What follows belongs to an exercise in optimizing a design on an open flow for small area, a short achievable clock period and few clock cycles; a production flow would make more cautious choices. Function was not checked in any run shown here: the RTL went through the layout flow alone. Power figures rest on the tool's default switching activity, not on a simulated workload.

==> flow/design.v <==
`timescale 1ns/1ns
package alu_pkg;
	localparam int word_width = 32;
	typedef enum logic [3:0] {
		op_add  = 4'd0,
		op_sub  = 4'd1,
		op_and  = 4'd2,
		op_or   = 4'd3,
		op_not  = 4'd4,
		op_neg  = 4'd5,
		op_shr  = 4'd6,
		op_shra = 4'd7,
		op_shl  = 4'd8,
		op_ror  = 4'd9,
		op_rol  = 4'd10,
		op_mul  = 4'd11
	} alu_op_t;
endpackage
`timescale 1ns/1ns
module alu_shifting (
	input  logic [31:0] a,
	input  logic [31:0] b,
	input  logic        left,
	input  logic        shift,
	input  logic        arith,
	output logic [31:0] c
);
	logic [4:0]  s;
	logic [4:0]  k;
	logic        big;
	logic        fill;
	logic [31:0] rot;
	logic [31:0] th;
	logic [31:0] keep;
	assign s    = b[4:0];
	assign k    = left ? (5'd0 - s) : s;
	assign big  = |b[31:5];
	assign fill = arith & a[31];
	always_comb begin
		rot = a;
		if (k[0]) rot = {rot[0],    rot[31:1]};
		if (k[1]) rot = {rot[1:0],  rot[31:2]};
		if (k[2]) rot = {rot[3:0],  rot[31:4]};
		if (k[3]) rot = {rot[7:0],  rot[31:8]};
		if (k[4]) rot = {rot[15:0], rot[31:16]};
	end
	always_comb begin
		for (int i = 0; i < 32; i++)
			th[i] = (5'(i) >= s);
	end
	always_comb begin
		if (!shift)
			keep = '1;
		else if (big)
			keep = '0;
		else if (left)
			keep = th;
		else
			for (int i = 0; i < 32; i++)
				keep[i] = th[31 - i];
	end
	assign c = (rot & keep) | ({32{fill}} & ~keep);
endmodule
`timescale 1ns/1ns
module alu_cla_adder (
	input  logic [31:0] a,
	input  logic [31:0] b,
	input  logic        cin,
	output logic [31:0] sum
);
	assign sum = a + b + {31'd0, cin};
endmodule
`timescale 1ns/1ns
module alu_booth_step (
	input  logic [31:0] m,
	input  logic [3:0]  one,
	input  logic [3:0]  two,
	input  logic [3:0]  neg,
	input  logic [32:0] s_in,
	input  logic [32:0] c_in,
	input  logic        cy_in,
	output logic [32:0] s_out,
	output logic [32:0] c_out,
	output logic        cy_out,
	output logic [7:0]  lo
);
	logic [32:0] mx;
	logic [32:0] m2x;
	logic [3:0][32:0] r;
	logic [40:0] a0, a1, a2, a3, sx, cx;
	logic [40:0] s1, c1, s2, c2, s3, c3, s4, c4;
	logic [8:0]  low;
	assign mx  = {m[31], m};
	assign m2x = {m, 1'b0};
	always_comb begin
		for (int i = 0; i < 4; i++)
			r[i] = (({33{one[i]}} & mx) | ({33{two[i]}} & m2x)) ^ {33{neg[i]}};
	end
	assign a0 = {8'd0, ~r[0][32], r[0][31:0]} | (41'd170 << 32);
	assign a1 = {6'd0, ~r[1][32], r[1][31:0], 1'b0, neg[0]};
	assign a2 = {4'd0, ~r[2][32], r[2][31:0], 1'b0, neg[1], 2'b0};
	assign a3 = {2'd0, ~r[3][32], r[3][31:0], 1'b0, neg[2], 4'b0};
	assign sx = {8'd0, s_in};
	assign cx = {8'd0, c_in};
	assign s1 = a0 ^ a1 ^ a2;
	assign c1 = {((a0 & a1) | (a0 & a2) | (a1 & a2)), 1'b0};
	assign s2 = a3 ^ sx ^ cx;
	assign c2 = {((a3 & sx) | (a3 & cx) | (sx & cx)), 1'b0};
	assign s3 = s1 ^ c1 ^ s2;
	assign c3 = {((s1 & c1) | (s1 & s2) | (c1 & s2)), 1'b0};
	assign s4 = s3 ^ c3 ^ c2;
	assign c4 = {((s3 & c3) | (s3 & c2) | (c3 & c2)), 1'b0};
	assign low = {1'b0, s4[7:0]} + {1'b0, c4[7:0]} + {2'b0, neg[3], 6'd0} + {8'd0, cy_in};
	assign lo     = low[7:0];
	assign cy_out = low[8];
	assign s_out  = s4[40:8];
	assign c_out  = c4[40:8];
endmodule
module alu_booth_enc (
	input  logic [7:0] b,
	input  logic       bm1,
	output logic [3:0] one,
	output logic [3:0] two,
	output logic [3:0] neg
);
	logic [8:0] bb;
	assign bb = {b, bm1};
	always_comb begin
		for (int i = 0; i < 4; i++) begin
			one[i] = bb[2*i+1] ^ bb[2*i];
			two[i] = (bb[2*i+2] & ~bb[2*i+1] & ~bb[2*i]) |
				(~bb[2*i+2] & bb[2*i+1] & bb[2*i]);
			neg[i] = bb[2*i+2];
		end
	end
endmodule
`timescale 1ns/1ns
import alu_pkg::*;
module alu_result_stage (
	input  alu_pkg::alu_op_t op,
	input  logic [31:0]      y,
	input  logic [31:0]      b,
	input  logic [31:0]      sum,
	input  logic [31:0]      shift_c,
	output logic [31:0]      result
);
	always_comb begin
		case (op)
			op_add, op_sub, op_neg:
				result = sum;
			op_and:
				result = y & b;
			op_or:
				result = y | b;
			op_not:
				result = ~b;
			op_shr, op_shra, op_shl, op_ror, op_rol:
				result = shift_c;
			default:
				result = '0;
		endcase
	end
endmodule
`timescale 1ns/1ns
import alu_pkg::*;
module alu_unit (
	input  logic                           clk,
	input  logic                           rst,
	input  logic [alu_pkg::word_width-1:0] bus_in,
	input  logic                           y_load,
	input  alu_pkg::alu_op_t               op,
	input  logic                           op_valid,
	output logic [alu_pkg::word_width-1:0] z_hi,
	output logic [alu_pkg::word_width-1:0] z_lo,
	output logic                           done,
	output logic                           busy
);
	logic [31:0] b_r;
	alu_pkg::alu_op_t op_r;
	logic        yl_r;
	logic        vn;
	logic        m1, ph2, ph3, ph4, ph5;
	logic        accept;
	logic        acc_mul;
	logic [31:0] y;
	logic [31:0] y_next;
	logic [31:0] mcand;
	logic        s32;
	logic [32:0] cs;
	logic        cy;
	logic [3:0]  e_one, e_two, e_neg;
	logic [3:0]  n_one, n_two, n_neg;
	logic [3:0]  i_one, i_two, i_neg;
	logic        step;
	logic        step_more;
	logic [31:0] src;
	logic [32:0] st_s_in, st_c_in;
	logic        st_cy_in;
	logic [32:0] st_s, st_c;
	logic        st_cy;
	logic [7:0]  st_lo;
	logic [31:0] add_a, add_b, add_sum;
	logic        add_cin;
	logic        sub;
	logic [31:0] shift_c;
	logic [31:0] result;
	assign accept  = op_valid & ~busy;
	assign acc_mul = accept & (op == op_mul);
	always_ff @(posedge clk) begin
		if (rst) begin
			yl_r <= 1'b0;
			vn   <= 1'b0;
			m1   <= 1'b0;
			ph2  <= 1'b0;
			ph3  <= 1'b0;
			ph4  <= 1'b0;
			ph5  <= 1'b0;
			busy <= 1'b0;
			done <= 1'b0;
		end else begin
			yl_r <= y_load;
			vn   <= accept & (op != op_mul);
			m1   <= acc_mul;
			ph2  <= m1;
			ph3  <= ph2;
			ph4  <= ph3;
			ph5  <= ph4;
			busy <= acc_mul | m1 | ph2 | ph3;
			done <= vn | ph5;
		end
	end
	always_ff @(posedge clk) begin
		b_r  <= bus_in;
		op_r <= op;
	end
	assign y_next = yl_r ? b_r : y;
	always_ff @(posedge clk) begin
		if (rst) begin
			y     <= '0;
			mcand <= '0;
		end else begin
			y <= y_next;
			if (!step)
				mcand <= y_next;
		end
	end
	assign step      = m1 | ph2 | ph3 | ph4;
	assign step_more = m1 | ph2 | ph3;
	assign src       = m1 ? b_r : z_lo;
	alu_booth_enc u_enc_next (
		.b   (src[15:8]),
		.bm1 (src[7]),
		.one (n_one),
		.two (n_two),
		.neg (n_neg)
	);
	alu_booth_enc u_enc_first (
		.b   (bus_in[7:0]),
		.bm1 (1'b0),
		.one (i_one),
		.two (i_two),
		.neg (i_neg)
	);
	always_ff @(posedge clk) begin
		if (step_more) begin
			e_one <= n_one;
			e_two <= n_two;
			e_neg <= n_neg;
		end else begin
			e_one <= i_one;
			e_two <= i_two;
			e_neg <= i_neg;
		end
	end
	assign st_s_in  = m1 ? 33'h1_0000_0000 : {s32, z_hi};
	assign st_c_in  = m1 ? 33'd0 : cs;
	assign st_cy_in = m1 ? 1'b0 : cy;
	alu_booth_step u_step (
		.m      (mcand),
		.one    (e_one),
		.two    (e_two),
		.neg    (e_neg),
		.s_in   (st_s_in),
		.c_in   (st_c_in),
		.cy_in  (st_cy_in),
		.s_out  (st_s),
		.c_out  (st_c),
		.cy_out (st_cy),
		.lo     (st_lo)
	);
	assign sub     = (op_r == op_sub) | (op_r == op_neg);
	assign add_a   = ph5 ? z_hi : ((op_r == op_neg) ? '0 : y);
	assign add_b   = ph5 ? cs[31:0] : (b_r ^ {32{sub}});
	assign add_cin = ph5 ? cy : sub;
	alu_cla_adder u_adder (
		.a   (add_a),
		.b   (add_b),
		.cin (add_cin),
		.sum (add_sum)
	);
	alu_shifting u_shifter (
		.a     (y),
		.b     (b_r),
		.left  ((op_r == op_shl) | (op_r == op_rol)),
		.shift ((op_r == op_shr) | (op_r == op_shra) | (op_r == op_shl)),
		.arith (op_r == op_shra),
		.c     (shift_c)
	);
	alu_result_stage u_result (
		.op      (op_r),
		.y       (y),
		.b       (b_r),
		.sum     (add_sum),
		.shift_c (shift_c),
		.result  (result)
	);
	always_ff @(posedge clk) begin
		s32 <= st_s[32];
		cs  <= st_c;
		cy  <= st_cy;
		if (step) begin
			z_hi <= st_s[31:0];
			z_lo <= {st_lo, src[31:8]};
		end else if (ph5) begin
			z_hi <= add_sum;
		end else begin
			z_hi <= '0;
			z_lo <= result;
		end
	end
endmodule
==> flow/run.sh <==
#!/bin/bash
# synth_recipe.tcl (not shown) runs the flow's synth.tcl, then flattens the netlist and writes it again
# the make line also repeats each setting of config.mk as NAME=value (left out here)
make -C /OpenROAD-flow-scripts/flow DESIGN_CONFIG=/design/flow/config.mk WORK_HOME=/design/flow/orfs CLKGATE_MAP_FILE= SYNTH_SCRIPT=/design/flow/synth_recipe.tcl finish
==> flow/config.mk <==
export PLATFORM = sky130hd
export DESIGN_NAME = alu_unit
export DESIGN_NICKNAME = alu_unit
export VERILOG_FILES = /design/flow/design.v
export SDC_FILE = /design/flow/constraint.sdc
export NUM_CORES = 4
export LEC_CHECK = 0
export CAP_MARGIN = 20
export CORE_MARGIN = 2
export CORE_UTILIZATION = 40
export SLEW_MARGIN = 20
==> flow/constraint.sdc <==
create_clock -name core_clock -period 6.0 [get_ports {clk}]
set_input_delay 1.2000 -clock core_clock [delete_from_list [all_inputs] [get_ports {clk}]]
set_output_delay 1.2000 -clock core_clock [all_outputs]
set_load 0.01 [all_outputs]
==> results.tsv, run 1 <==
stage	metric	value	unit
clocking	clock_latency	570	ps
logic_synthesis	synth_area	20500	um^2
final_layout	finish.utilization	0.455	
global_routing	grt_use_met2	0.467	
global_routing	pin_count_of_the_biggest_net_entering_global_routing	104	
clocking	ctsResizeCount	0	
hold_path	min-delay-path-class	reg2reg	
timing	fmaxAchievable	198	MHz
worst_setup_path	critical_path.startpoint_type	flip-flop	
worst_setup_path	r2r.worst_path.cells	14	
outcome	status	timing/DRC/antenna clean	
clocking	cts_hold_repair.buffers	0	
clocking	htreeDepth	1	
logic_synthesis	synthTopCellsByArea	sky130_fd_sc_hd__dfxtp_1 18%, sky130_fd_sc_hd__fa_1 12%, sky130_fd_sc_hd__xnor2_1 6.6%	
floorplan	io-pin-count	106	
placed_design	finalWeightedCongestion	1.02	
power_and_ir_drop	power_share_of_the_sequential_group	0.268	
final_layout	post_layout_cell_count	3041	
clocking	cts_buffer_depth	3	
logic_synthesis	synth_enable_flop_cells	32	
placed_design	numPlacedInstances	2990	
logic_synthesis	netlist_instances	2385	
placed_design	placement.io_buffers	105	
floorplan	die-height	230	um
final_layout	ff_latch_area	4700	um^2
worst_setup_path	worstPathRequired	6310	ps
final_layout	combined_area_of_the_multi_input_logic_cells	14300	um^2
global_routing	grt_pass1_vias	17800	
worst_setup_path	regToRegSetupSlack	950	ps
logic_synthesis	avgSynthCellArea	8.58	um^2
clocking	cts_tree	yes	
flow_run	drv_cap	0	
logic_synthesis	post-synth-top-area-cell	sky130_fd_sc_hd__dfxtp_1	
timing	timing.final.setup_violations	0	
routing	detail_route.drc_violations	0	
logic_synthesis	synth_warnings	5	
global_routing	grt.met1_usage	0.424	
worst_setup_path	critPathArrivalTime	5360	ps
floorplan	die_x	230	um
global_routing	global_route_wire_length_before_repair	120	mm
power_and_ir_drop	pwr_density_cell	321	nW/um^2
logic_synthesis	ys_seq_elements	218	
routing	drt-vias-per-instance	6.12	
power_and_ir_drop	cellInternalPower	4.19	mW
timing	final_min_period_over_clock_period	0.841	
placed_design	place_hpwl	61.8	mm
timing	final_hold_viol_count	0	
final_layout	final.fill_count	4861	
floorplan	initial_core_util	0.406	
power_and_ir_drop	power.clock.fraction	0.246	
worst_setup_path	critPathCaptureType	flip-flop	
logic_synthesis	post_synth_num_cell_types	85	
timing	max_slew_vio_count	0	
final_layout	fin_nets	2578	
timing	slew_headroom	0.224	
routing	routed_wl	81.4	mm
logic_synthesis	synthDominantCellAreaShare	0.182	
timing	worst_clock_skew	14.8	ps
timing	rsz0062_at_grt	no	
final_layout	areaGrowthSynthToFinish	11.9	%
global_routing	globalRoute.busiestLayer	met2	
timing	max_slew.worst_pin.slew	1160	ps
timing	setup_tns	0	ps
floorplan	floorplan.core_area	50400	um^2
power_and_ir_drop	max-vdd-ir-drop	0.320	mV
routing	via_count	18600	
floorplan	floorplan.die_area	53000	um^2
clocking	cts_bufs_inserted	27	
global_routing	grt_util_met3	0.0418	
clocking	clk_root_buffer_cell	sky130_fd_sc_hd__clkbuf_16	
global_routing	antenna_found_initial	2	
routing	drt_pre_antenna_iters	6	
global_routing	gr-usage-all-layers	0.302	
clocking	clock-sinks	218	
final_layout	final_layout_size_suffix_gt1_frac	0.0739	
routing	final_routed_wire_length_divided_by_cell_count	26.8	um
worst_setup_path	crit_path_max_fanout	20	
logic_synthesis	yosysSeqAreaShare	0.229	
logic_synthesis	synth_top_flop_cell	sky130_fd_sc_hd__dfxtp_1	
floorplan	rows	82	
worst_setup_path	setup.worst_path.class	reg2reg	
logic_synthesis	synth.most_common_cell	sky130_fd_sc_hd__dfxtp_1	
power_and_ir_drop	switching_component_of_the_power	3.16	mW
logic_synthesis	synth-async-reset-ratio	0	
clocking	post_cts_buffers	0	
timing	final.min_clock_period	5050	ps
global_routing	gr_overflow_total	0	
power_and_ir_drop	power.share.switching	0.430	
clocking	clkSlewWorstSetupHoldPaths	60	ps
routing	initialDrtViolationCount	2258	
routing	ant_nets	0	
logic_synthesis	synth_fp_nets	2616	
logic_synthesis	post_synth_most_frequent_cells	186 x sky130_fd_sc_hd__dfxtp_1, 181 x sky130_fd_sc_hd__clkbuf_1, 178 x sky130_fd_sc_hd__nor2_1	
power_and_ir_drop	power.share.combinational	0.487	
power_and_ir_drop	leakage	9.02	nW
hold_path	worst_hold_path.num_cells	1	
==> critical path, stage by stage, from the launching register on <==
cell,delay (ps)
sky130_fd_sc_hd__dfxtp_1,390
sky130_fd_sc_hd__nor2_1,190
sky130_fd_sc_hd__and2_2,530
sky130_fd_sc_hd__buf_4,400
sky130_fd_sc_hd__xnor2_1,160
sky130_fd_sc_hd__o21ai_0,100
sky130_fd_sc_hd__ha_1,430
sky130_fd_sc_hd__a21o_2,220
sky130_fd_sc_hd__a31o_2,230
sky130_fd_sc_hd__or4_4,480
sky130_fd_sc_hd__o31a_2,340
sky130_fd_sc_hd__a2111o_1,430
sky130_fd_sc_hd__a221o_2,390
sky130_fd_sc_hd__xnor2_1,150
sky130_fd_sc_hd__a221o_2,340
==> through the flow <==
| stage | hold slack, ps | instance area [um^2] | setup slack [ps] | power [mW] |
|---|---|---|---|---|
| after floorplan | 411 | 20500 | 1130 | 4.05 |
| after global placement | 464 | 21900 | 1120 | 5.46 |
| after detailed placement | 473 | 21900 | 998 | 5.47 |
| after CTS | 481 | 22900 | 978 | 7.33 |
| after global routing | 494 | 22900 | 695 | 7.80 |
| final | 481 | 22900 | 952 | 7.34 |
==> logic make-up after synthesis <==
group                    count (synthesis)  share of synthesized area
adder cells (fa/ha/maj)                222                      0.179
buffers and inverters                  390                     0.0727
multiplexers                           166                     0.0934
AO/OA/AOI/OAI                          657                      0.217
AND/OR/NAND/NOR                        524                      0.120
flip-flops                             218                      0.229
XOR/XNOR                               208                     0.0894
==> path summary, 6_finish.rpt <==
kind / from / to
max: op_r[1] / z_lo[31]
min: ph3 / ph4
max reg2reg: op_r[1] / z_lo[31]
min reg2reg: ph3 / ph4
==> sequential cells by signal, indices dropped and copies added, names as in the netlist <==
name,flops
b_r,32
busy,1
cs,32
cy,1
done,1
e_neg,4
e_one,4
e_two,4
m1,1
mcand,32
op_r,4
ph2,1
ph3,1
ph4,1
ph5,1
vn,1
y,32
yl_r,1
z_hi,32
z_lo,32
==> cells in the final DEF (no fill, tap or decap), types with 122 or more instances in the layout <==
cell,n
sky130_fd_sc_hd__inv_1,169
sky130_fd_sc_hd__xnor2_1,153
sky130_fd_sc_hd__nor2_1,177
sky130_fd_sc_hd__dfxtp_1,178
sky130_fd_sc_hd__a22oi_1,133
sky130_fd_sc_hd__a21oi_1,122
sky130_fd_sc_hd__nand2_1,153
sky130_fd_sc_hd__o21ai_0,136
sky130_fd_sc_hd__fa_1,127
sky130_fd_sc_hd__mux2i_1,127
==> power by group through the flow <==
| stage | Clock [mW] | Combinational, mW | Sequential (mW) |
|---|---|---|---|
| finish | 1.80 | 3.57 | 1.96 |
| global route | 1.88 | 3.94 | 1.97 |
| CTS | 1.83 | 3.54 | 1.95 |
| detailed placement | 0 | 3.49 | 1.98 |
| global placement | 0 | 3.47 | 1.99 |
| floorplan | 0 | 2.22 | 1.83 |
==> routing by layer <==
metal,part of all wire,up-vias
met1,0.43,9210
li1,-,8298
met4,0.045,0
met5,0,-
met3,0.082,160
met2,0.45,933
==> layout make-up <==
class	instances	share of cell area
diodes	2	0.000219
well taps	672	0.0367
inverters	171	0.0280
flip-flops and latches	218	0.205
clock inverters	15	0.00874
multi-input cells	1777	0.627
repair buffers	152	0.0611
clock buffers	34	0.0333
==> inputs of run 2 (changes only) <==
--- a/flow/config.mk
+++ b/flow/config.mk
@@ -8,4 +8,5 @@
 export CAP_MARGIN = 20
 export CORE_MARGIN = 2
 export CORE_UTILIZATION = 40
+export SETUP_SLACK_MARGIN = 3.0
 export SLEW_MARGIN = 20
==> run 2 against run 1 <==
  * Area after synthesis unchanged
  * Global-route usage up 3.0 points
  * Worst setup slack better by 860 ps
  * Clock power down 9%
  * Flip-flop and latch count unchanged
  * Utilization up 7.6 points
  * Sequential power up 3%
  * Count of clock-buffer cells in the layout up 1
  * Highest routed layer is now met5
==> results.tsv, run 2 <==
stage	metric	value	unit
clocking	cts_buffer_depth	3	
logic_synthesis	synthTopCellsByArea	sky130_fd_sc_hd__dfxtp_1 18%, sky130_fd_sc_hd__fa_1 12%, sky130_fd_sc_hd__xnor2_1 6.6%	
placed_design	numPlacedInstances	2991	
clocking	clkSlewWorstSetupHoldPaths	70	ps
logic_synthesis	ys_seq_elements	218	
logic_synthesis	synth_compound_area_frac	0.217	
timing	slew_headroom	0.305	
clocking	cts_tree	yes	
routing	ant_nets	0	
flow_run	drv_cap	0	
worst_setup_path	critical_path.startpoint_type	flip-flop	
routing	detail_route.drc_violations	0	
routing	routed_wl	90.1	mm
logic_synthesis	post_synth_most_frequent_cells	186 x sky130_fd_sc_hd__dfxtp_1, 181 x sky130_fd_sc_hd__clkbuf_1, 178 x sky130_fd_sc_hd__nor2_1	
placed_design	pre_cts_ws	1120	ps
floorplan	floorplan.core_area	50400	um^2
logic_synthesis	xor_xnor_portion_of_the_synthesized_cell_area	0.0894	
logic_synthesis	synth-async-reset-ratio	0	
power_and_ir_drop	pwr_density_cell	309	nW/um^2
logic_synthesis	post-synth-top-area-cell	sky130_fd_sc_hd__dfxtp_1	
routing	initialDrtViolationCount	2209	
global_routing	gr-usage-all-layers	0.332	
clocking	clock-sinks	218	
final_layout	final.fill_count	4521	
clocking	clk_root_buffer_cell	sky130_fd_sc_hd__clkbuf_16	
timing	final.min_clock_period	4190	ps
logic_synthesis	yosys.area_share.simple	0.120	
logic_synthesis	synth_area	20500	um^2
timing	fmaxAchievable	238	MHz
logic_synthesis	post_synth_num_cell_types	85	
logic_synthesis	muxShareOfSynthArea	0.0934	
global_routing	global_route_wire_length_before_repair	132	mm
logic_synthesis	avgSynthCellArea	8.58	um^2
worst_setup_path	worstPathRequired	6310	ps
timing	max_slew_vio_count	0	
final_layout	mostFrequentLayoutCell	sky130_fd_sc_hd__nor2_1	
worst_setup_path	setup.worst_path.class	reg2reg	
clocking	clock_latency	560	ps
global_routing	grt_pass1_vias	19500	
floorplan	die-height	230	um
placed_design	finalWeightedCongestion	1.00	
timing	rsz0062_at_grt	yes	
logic_synthesis	synth_top_flop_cell	sky130_fd_sc_hd__dfxtp_1	
timing	setup_tns	0	ps
floorplan	rows	82	
timing	final_hold_viol_count	0	
global_routing	pin_count_of_the_biggest_net_entering_global_routing	61	
final_layout	post_layout_cell_count	3194	
logic_synthesis	synth_enable_flop_cells	32	
logic_synthesis	synth_fp_nets	2616	
worst_setup_path	crit_path_max_fanout	9	
outcome	status	timing/DRC/antenna clean	
routing	final_routed_wire_length_divided_by_cell_count	28.2	um
final_layout	areaGrowthSynthToFinish	30.7	%
floorplan	io-pin-count	106	
logic_synthesis	netlist_instances	2385	
routing	via_count	20000	
timing	max_slew.worst_pin.slew	1040	ps
logic_synthesis	synthDominantCellAreaShare	0.182	
routing	drt-vias-per-instance	6.25	
clocking	cts_bufs_inserted	26	
final_layout	mostFrequentLayoutCells	173 x sky130_fd_sc_hd__nor2_1, 162 x sky130_fd_sc_hd__inv_1, 161 x sky130_fd_sc_hd__dfxtp_1	
logic_synthesis	synth_top_family_by_area	compound AO/OA/AOI/OAI gates	
timing	timing.final.setup_violations	0	
floorplan	floorplan.die_area	53000	um^2
clocking	htreeDepth	1	
logic_synthesis	synth.most_common_cell	sky130_fd_sc_hd__dfxtp_1	
global_routing	antenna_found_initial	2	
timing	setup_ws	1810	ps
placed_design	place_hpwl	62.9	mm
timing	final_min_period_over_clock_period	0.699	
routing	drt_pre_antenna_iters	7	
hold_path	min-delay-path-class	reg2reg	
power_and_ir_drop	leakage	10.3	nW
final_layout	final_layout_size_suffix_gt1_frac	0.234	
clocking	cts_hold_repair.buffers	0	
placed_design	placement.io_buffers	105	
floorplan	die_x	230	um
logic_synthesis	synthAdderAreaFrac	0.179	
power_and_ir_drop	max-vdd-ir-drop	0.462	mV
timing	worst_clock_skew	22.2	ps
final_layout	finish.utilization	0.531	
global_routing	gr_overflow_total	0	
worst_setup_path	critPathArrivalTime	4500	ps
final_layout	fin_nets	2732	
worst_setup_path	critPathCaptureType	flip-flop	
logic_synthesis	synth_warnings	5	
floorplan	initial_core_util	0.406	
logic_synthesis	yosysSeqAreaShare	0.229	
## run 2: changes by cell type in the layout (fill, tap and decap cells not counted), sizes merged
| cell | previous run | this run |
|---|---|---|
| clkinv | 5 | 8 |
| clkinvlp | 2 | 4 |
| bufinv | 4 | 0 |
| clkbuf | 34 | 36 |
| inv | 175 | 173 |
| buf | 48 | 200 |
| a21oi | 123 | 124 |
| diode | 2 | 1 |
## run 2: stage by stage
step                cell area (um^2)  power (mW)  hold WS (ps)
global route                   26700        8.71           517
global placement               22100        5.52           467
detailed placement             22200        5.57           470
floorplan                      20900        4.20           411
CTS                            26200        8.05           491
finish                         26700        8.26           500
## run 2: final timing paths
kind | startpoint | end | slack (ps) | cells after the start
worst max-delay path | mcand[1] | z_lo[30] | 1810 | 17
worst min-delay path | ph3 | ph4 | 500 | 1
worst max register to register | mcand[1] | z_lo[30] | 1810 | 17
worst min register to register | ph3 | ph4 | 500 | 1
## run 2: critical path, cell delays in order, from the launching register on
cell,delay [ps]
sky130_fd_sc_hd__dfxtp_2,480
sky130_fd_sc_hd__a22oi_2,130
sky130_fd_sc_hd__xnor2_1,150
sky130_fd_sc_hd__ha_1,290
sky130_fd_sc_hd__inv_1,40
sky130_fd_sc_hd__fa_1,480
sky130_fd_sc_hd__inv_1,60
sky130_fd_sc_hd__fa_1,580
sky130_fd_sc_hd__ha_4,230
sky130_fd_sc_hd__ha_4,230
sky130_fd_sc_hd__a31o_4,240
sky130_fd_sc_hd__a21o_1,180
sky130_fd_sc_hd__a21oi_4,200
sky130_fd_sc_hd__xnor2_4,140
sky130_fd_sc_hd__nand2_2,110
sky130_fd_sc_hd__o221ai_2,90
sky130_fd_sc_hd__a31o_1,210
sky130_fd_sc_hd__o2bb2ai_1,120
## run 2: layout make-up
type                       instances  area [um^2]  share of cell area
sequential                       218         4750               0.178
inverter                         171          673              0.0252
antenna                            1         2.50           0.0000936
clock inverter                    13         91.3             0.00342
multi-input combinational       1778        16300               0.610
clock buffer                      35          778              0.0291
timing repair buffer             305         3270               0.122
timing repair inverter             1         16.3            0.000608
tap                              672          841              0.0315
## run 2: repair_timing
action,CTS,global route
cloned,13,0
gates resized for setup,388,81
setup endpoints to repair,155,93
pin swaps,153,84
buffers inserted,115,26
## run 2: per-layer routing
layer / part of all wire / vias to the layer above / GRT usage / wire length, um
met4: 0.063 / 2 / 0.164 / 5720
met3: 0.087 / 297 / 0.0553 / 7870
met2: 0.45 / 1152 / 0.531 / 40700
met1: 0.40 / 9901 / 0.435 / 35700
met5: 0.00014 / - / 0 / 13
li1: - / 8599 / - / -
## run 2: logic make-up after synthesis
group	Yosys count
AOI/OAI and AO/OA	657
xor gates and xnor gates	208
adders and majority gates	222
buffers and inverters	390
DFF	218
muxes	166
and+or+nand+nor	524
## run 2: report_power, final
| group | internal, mW | switching, mW |
|---|---|---|
| registers | 1.69 | 0.324 |
| logic | 2.09 | 2.53 |
| clock network | 0.919 | 0.713 |

-- static timing again, ports no longer ideal --
No port has a modelled driver above. Below, the same layouts with a new extraction and two added sets of constraints.
Step 1: set_driving_cell puts a clkbuf_16 on clk and a buf_2 on each other input, an assumption about the parent block.
Step 2 adds t to the input delays and takes it off the output delays; t is the mean of the earliest and latest rising clock arrival at the registers after step 1. Input paths then give back, and output paths get back, about the clock's delay inside the block.
a / b / c = ideal / step 1 / step 2; a / b = the first two.
run | t (ns) | setup slack, ns | worst data-port slew with drivers (ns) | pins driven straight from the clock port
run 1 | 0.615 | 0.952 / 0.952 / 0.952 | 0.04 | 1
run 2 | 0.614 | 1.807 / 1.807 / 1.807 | 0.04 | 1
After both steps setup and hold are still met in every run listed.
